What follows belongs to an exercise in optimizing a design on an open flow for small area and a short achievable clock period; a production flow would make more cautious choices. Function was checked by simulation only, so behaviour that the tests miss may differ from the original.

==> flow/design.v (excerpt) <==
module iir_filter (
	input  logic clk,
	input  logic rst,
	input  logic signed [14:0] data,
	input  logic data_en,
	input  logic wb_cyc,
	input  logic wb_stb,
	input  logic wb_we,
	input  logic [2:0] wb_adr,
	input  logic [31:0] wb_dat_i,
	output logic [31:0] wb_dat_o,
	output logic wb_ack,
	output logic signed [14:0] data_out,
	output logic data_out_en
);
For scale: ~30000 um^2 of cells after synthesis.
clock: 8.0 ns
lec_check: 0
abc_area: 1
cap_margin: 20
core_margin: 2
core_utilization: 50
cts_cluster_diameter: 75
cts_cluster_size: 30
setup_slack_margin: 4.2
slew_margin: 20
standard.sh (not shown) runs the stock make flow with config.mk's settings and CLKGATE_MAP_FILE= SYNTH_SCRIPT=/design/flow/synth_recipe.tcl, a recipe that flattens the netlist after the stock synthesis.
==> flow/flow/run.sh <==
#!/bin/bash
# The standard layout (standard.sh) with one placement option changed:
# the input and output ports are buffered with buf_2 cells instead of the
# cell buffer_ports picks by itself. The make output goes to standard.log;
# ORFS keeps each step's own log in orfs/logs.
set -o pipefail
export BUFFER_PORTS_ARGS="-buffer_cell sky130_fd_sc_hd__buf_2"
bash standard.sh finish > standard.log 2>&1
Next try:
==> flow/run.sh (new file) <==
#!/bin/bash
# synth_recipe.tcl (not shown) runs the flow's synth.tcl, then flattens the netlist and writes it again
# the make line also repeats each setting of config.mk as NAME=value (left out here)
make -C /OpenROAD-flow-scripts/flow DESIGN_CONFIG=/design/flow/config.mk WORK_HOME=/design/flow/orfs CLKGATE_MAP_FILE= SYNTH_SCRIPT=/design/flow/synth_recipe.tcl finish
- ABC_AREA: 1 -> unset
- CTS_CLUSTER_DIAMETER: 75 -> unset
- CTS_CLUSTER_SIZE: 30 -> unset
- SETUP_SLACK_MARGIN: 4.2 -> 4.0
removed: flow/flow/run.sh
removed: flow/standard.sh
=>
- final cell count is lower by about 16%
- maximum frequency came out lower by about 3.7%
- design area climbs by about 0.3%
- synthesized area falls by about 1.1%
- worst setup slack gets worse by 150 ps
Next try:
==> flow/flow/run.sh (new file) <==
#!/bin/bash
# The standard layout (standard.sh) with one placement option changed:
# the input and output ports are buffered with buf_2 cells instead of the
# cell buffer_ports picks by itself. The make output goes to standard.log;
# ORFS keeps each step's own log in orfs/logs.
set -o pipefail
export BUFFER_PORTS_ARGS="-buffer_cell sky130_fd_sc_hd__buf_2"
bash standard.sh finish > standard.log 2>&1
==> flow/standard.sh (new file) <==
#!/bin/bash
# synth_recipe.tcl (not shown) runs the flow's synth.tcl, then flattens the netlist and writes it again
# the make line also repeats each setting of config.mk as NAME=value (left out here)
make -C /OpenROAD-flow-scripts/flow DESIGN_CONFIG=/design/flow/config.mk WORK_HOME=/design/flow/orfs CLKGATE_MAP_FILE= SYNTH_SCRIPT=/design/flow/synth_recipe.tcl "${@:-finish}"
- ABC_AREA: unset -> 1
- CTS_CLUSTER_DIAMETER: unset -> 75
- CTS_CLUSTER_SIZE: unset -> 30
removed: flow/run.sh
After rerunning: The changed run completed without violations; setup slack gains 22 ps; cell count grows by 18%; global-route usage rises by 0.30 points; design area fell by 3.7%.
Next try:
- ABC_AREA: 1 -> unset
- CTS_CLUSTER_DIAMETER: 75 -> 60
Result: Flip-flop and latch count does not change; setup slack is better by 11 ps; fmax hardly moves.
Next try:
- CTS_CLUSTER_DIAMETER: 60 -> unset
- CTS_CLUSTER_SIZE: 30 -> unset
After rerunning: The changed run went through all stages and came out clean; count of clock-buffer cells in the layout came out higher by 26; non-clock buffer count came out higher by 1; via count came out higher slightly; routed wire length came out higher slightly; global-route usage barely changes; clock skew came out lower by 5.3 ps; setup slack is worse by 31 ps; first-iteration DRC count came out higher by roughly a tenth.
Next try:
- CTS_CLUSTER_DIAMETER: unset -> 75
- CTS_CLUSTER_SIZE: unset -> 30
The changed run went through all stages and came out clean.
Maximum frequency went up by about 0.54%.
Setup slack is better by 21 ps.
Via count went down by 1.3%.
Global-route usage went down by 0.27 points.
First-iteration DRC count went up by about 4%.
Utilization went down by 0.98 points.
Sequential share of layout area went up by 0.52 points.
Die area is unchanged.
Synthesized cell count is unchanged.
Routed wire length went down by about 1.3%.
Worst hold slack is better by 9.6 ps.

---

iir_filter, a different RTL version from the one above (not shown whole).
Size in the first run: about 3600 cells after synthesis, roughly 110 I/O pins, about 0.030 mm^2 of cells after synthesis.
clock: 8.0 ns
lec_check: 0
abc_area: 1
cap_margin: 20
core_margin: 2
core_utilization: 50
cts_cluster_diameter: 75
cts_cluster_size: 30
setup_slack_margin: 4.6
slew_margin: 20
==> flow/flow/run.sh <==
#!/bin/bash
# The standard layout (standard.sh) with one placement option changed:
# the input and output ports are buffered with buf_2 cells instead of the
# cell buffer_ports picks by itself. The make output goes to standard.log;
# ORFS keeps each step's own log in orfs/logs.
set -o pipefail
export BUFFER_PORTS_ARGS="-buffer_cell sky130_fd_sc_hd__buf_2"
bash standard.sh finish > standard.log 2>&1
Change:
==> flow/run.sh (new file) <==
#!/bin/bash
# synth_recipe.tcl (not shown) runs the flow's synth.tcl, then flattens the netlist and writes it again
# the make line also repeats each setting of config.mk as NAME=value (left out here)
make -C /OpenROAD-flow-scripts/flow DESIGN_CONFIG=/design/flow/config.mk WORK_HOME=/design/flow/orfs CLKGATE_MAP_FILE= SYNTH_SCRIPT=/design/flow/synth_recipe.tcl finish
ABC_AREA = default   (was 1)
CTS_CLUSTER_DIAMETER = default   (was 75)
CTS_CLUSTER_SIZE = default   (was 30)
SETUP_SLACK_MARGIN = 4.0   (was 4.6)
removed: flow/flow/run.sh
removed: flow/standard.sh
Result:
- count of clock-buffer cells in the layout increases by 41
- setup slack gets worse by 340 ps
- sequential cell count stays the same
- utilization decreases by 2.7 points
- hold slack gets worse by 16 ps
- design area increases by 6.6%
Change:
SETUP_SLACK_MARGIN = 4.8   (was 4.0)
Effect: Routed wire length came out higher by roughly a tenth. Final area climbs by roughly a tenth. Hold slack got worse by 3.9 ps. Clock-buffer cell count climbs by 8. Via count went up by a few percent. Fmax rose by roughly a tenth.

---

Another version of the RTL of iir_filter (not shown whole).
Size: ~430 flip-flops, ~110 I/O pins, roughly 32000 um^2 of cells after synthesis.
clock: 8.0 ns
lec_check: 0
cap_margin: 20
core_margin: 2
core_utilization: 50
setup_slack_margin: 3.7
slew_margin: 20
run.sh (not shown) runs the stock make flow with config.mk's settings and CLKGATE_MAP_FILE= SYNTH_SCRIPT=/design/flow/synth_recipe.tcl, a recipe that flattens the netlist after the stock synthesis.
Stock flow here: none of the scripts above is used.
Change:
- CORE_UTILIZATION: 50 -> 70
- SETUP_SLACK_MARGIN: 3.7 -> 4.5
The new run passed the timing, design-rule and antenna checks.
Non-clock buffer count goes up by 85.
Critical path depth rises by 7.
Area after synthesis stays the same.
Worst setup slack barely changes.
Global-route usage climbs by 12 points.
Final cell count came out lower by a few percent.
Clock-buffer cell count falls by 9.
Change:
- CORE_UTILIZATION: 70 -> 50
=>
- wire length fell by a few percent
- non-clock buffer count fell by 5
- worst setup slack improves by 340 ps
- final area rose slightly
- global-route usage fell by 11 points
- register-to-register slack improves by 340 ps
- fmax rose by a little under a tenth
Change:
- CAP_MARGIN: 20 -> 5
- SETUP_SLACK_MARGIN: 4.5 -> 4.0
- SLEW_MARGIN: 20 -> 5
Via count drops by about 3%.
Utilization drops by 2.6 points.
Count of clock-buffer cells in the layout climbs by 5.
Worst setup slack degrades by 73 ps.
Hold slack degrades by 16 ps.
Routed wire length drops by about 4.4%.
Cell count drops by 1.6%.
Non-clock buffer count drops by 74.
Change:
- CAP_MARGIN: 5 -> 20
- SETUP_SLACK_MARGIN: 4.0 -> 5.0
- SLEW_MARGIN: 5 -> 20
=>
- non-clock buffer count rises by 279
- routed wire length rises by about 17%
- die area is unchanged
- cell count rises by 6.4%
- cell area rises by 18%
- utilization rises by 10 points
- hold slack hardly moves
- via count rises by about 11%

---

iir_filter, a different RTL version from the one above (not shown whole).
Size in the first run: ~3,000 cells after synthesis, about 430 flip-flops, ~110 I/O pins, about 30,000 sq um of cells after synthesis.
## iir_filter
module iir_filter (
	input  logic clk,
	input  logic rst,
	input  logic signed [14:0] data,
	input  logic data_en,
	input  logic wb_cyc,
	input  logic wb_stb,
	input  logic wb_we,
	input  logic [2:0] wb_adr,
	input  logic [31:0] wb_dat_i,
	output logic [31:0] wb_dat_o,
	output logic wb_ack,
	output logic signed [14:0] data_out,
	output logic data_out_en
);
	logic wr;
	logic [24:0] g_b0, g_b1, g_b2, g_b3, g_a1, g_a2, g_a3;
	logic [24:0] n_b0, n_b1, n_b2, n_b3, n_a1, n_a2, n_a3;
	logic [14:0] w1, w2, w3;
	logic [14:0] den, num;
	logic [14:0] ra, rb;
	logic [14:0] ya, yb;
	logic [4:0] s;
	logic samp;
	logic oen_q;
	coefficient_regs i_coefficient_regs (
		.clk      (clk),
		.rst      (rst),
		.wb_cyc   (wb_cyc),
		.wb_stb   (wb_stb),
		.wb_we    (wb_we),
		.wb_adr   (wb_adr),
		.wb_dat_i (wb_dat_i),
		.wb_dat_o (wb_dat_o),
		.wb_ack   (wb_ack),
		.wr       (wr),
		.g_b0     (g_b0),
		.g_b1     (g_b1),
		.g_b2     (g_b2),
		.g_b3     (g_b3),
		.g_a1     (g_a1),
		.g_a2     (g_a2),
		.g_a3     (g_a3),
		.n_b0     (n_b0),
		.n_b1     (n_b1),
		.n_b2     (n_b2),
		.n_b3     (n_b3),
		.n_a1     (n_a1),
		.n_a2     (n_a2),
		.n_a3     (n_a3)
	);
	state_chain i_state_chain (
		.clk     (clk),
		.rst     (rst),
		.data    (data),
		.data_en (data_en),
		.den_sum (den),
		.w1      (w1),
		.w2      (w2),
		.w3      (w3)
	);
	logic start;
	assign start = data_en || wr;
  ...
export LEC_CHECK = 0
export CAP_MARGIN = 20
export CORE_MARGIN = 2
export CORE_UTILIZATION = 50
export SETUP_SLACK_MARGIN = 4.2
export SLEW_MARGIN = 20
create_clock -name core_clock -period 8.0 [get_ports {clk}]
The first run passed the timing, design-rule and antenna checks.
==> next run, changes <==
Settings changed: SETUP_SLACK_MARGIN 4.2 to 4.0.
The new run went through all stages and came out clean.
Register-to-register slack gets better by 0.06 ns.
Worst setup slack gets better by 0.059 ns.
Wire length drops by 0.82%.
Design area drops by 1.7%.
Die area stays the same.
Area after synthesis is unchanged.
Final cell count drops by 0.88%.
==> next run, changes <==
Settings changed: CORE_UTILIZATION 50 to 60.
Outcome: Synthesized cell count is unchanged. Design area goes down slightly. Worst hold slack loses 0.040 ns. Core utilization goes up by 11 points. Sequential cell count stays the same.
==> next run, changes <==
==> flow/flow/run.sh (new file) <==
#!/bin/bash
# The standard layout (standard.sh) with one placement option changed:
# the input and output ports are buffered with buf_2 cells instead of the
# cell buffer_ports picks by itself. The make output goes to standard.log;
# ORFS keeps each step's own log in orfs/logs.
set -o pipefail
export BUFFER_PORTS_ARGS="-buffer_cell sky130_fd_sc_hd__buf_2"
bash standard.sh finish > standard.log 2>&1
==> flow/standard.sh (new file) <==
#!/bin/bash
# synth_recipe.tcl (not shown) runs the flow's synth.tcl, then flattens the netlist and writes it again
# the make line also repeats each setting of config.mk as NAME=value (left out here)
make -C /OpenROAD-flow-scripts/flow DESIGN_CONFIG=/design/flow/config.mk WORK_HOME=/design/flow/orfs CLKGATE_MAP_FILE= SYNTH_SCRIPT=/design/flow/synth_recipe.tcl "${@:-finish}"
Settings changed: CORE_UTILIZATION 60 to 50.
removed: flow/run.sh
Non-clock buffer count drops by 2.
Utilization drops by 12 points.
Cell count climbs by about 3%.
Synthesized cell count does not change.

## static timing again, ports no longer ideal
Ports are ideal in the flow. The routed layouts listed here were re-timed in OpenROAD.
Step 1: set_driving_cell puts a clkbuf_16 on clk and a buf_2 on each other input, an assumption about the parent block.
Step 2, shift: input delay + t, output delay - t, t = (earliest + latest rising clock arrival at the registers) / 2. This alone moves slack from input paths to output paths.
Slacks: no drivers / after step 1 / after step 2; pairs: no drivers / after step 1.
run	t (ns)	setup slack, ns	worst setup path after step 2	slew at the worst register clock pin (ns)	pins driven straight from the clock port
the first run of note 1	0.667	4.187 / 4.116 / 4.012	input to register	0.10 / 0.10	1
the second run of note 1	0.661	4.042 / 4.005 / 3.739	input to register	0.07 / 0.07	1
the third run of note 1	0.677	4.064 / 3.998 / 3.843	input to register	0.10 / 0.10	1
the fourth run of note 1	0.625	4.075 / 4.020 / 3.745	input to register	0.10 / 0.10	1
the fifth run of note 1	0.651	4.044 / 3.980 / 3.703	input to register	0.06 / 0.06	1
the sixth run of note 1	0.660	4.065 / 3.999 / 3.724	input to register	0.11 / 0.11	1
the first run of note 2	0.628	4.399 / 4.399 / 4.101	input to register	0.11 / 0.11	1
the second run of note 2	0.681	4.062 / 4.101 / 3.420	input to register	0.07 / 0.07	1
the third run of note 2	0.679	4.543 / 4.543 / 4.032	input to register	0.07 / 0.07	1
the first run of note 3	0.658	3.799 / 3.841 / 3.183	input to register	0.07 / 0.07	1
the second run of note 3	0.643	3.797 / 3.797 / 3.797	register to register	0.07 / 0.07	1
the third run of note 3	0.656	4.136 / 4.136 / 3.934	input to register	0.07 / 0.07	1
the fourth run of note 3	0.671	4.063 / 4.103 / 3.432	input to register	0.08 / 0.08	1
the fifth run of note 3	0.665	4.084 / 4.084 / 4.084	register to register	0.07 / 0.07	1
the first run of note 4	0.657	3.995 / 3.995 / 3.679	input to register	0.06 / 0.06	1
the second run of note 4	0.665	4.054 / 4.054 / 3.584	input to register	0.07 / 0.07	1
the third run of note 4	0.645	3.962 / 4.004 / 3.359	input to register	0.07 / 0.07	1
the fourth run of note 4	0.671	4.069 / 4.069 / 3.560	input to register	0.06 / 0.06	1
After both steps every run listed still meets setup and hold. The setup slack of the second run of note 2, which loses most, moves by +0.039 ns with the drivers and by -0.642 ns with both steps.
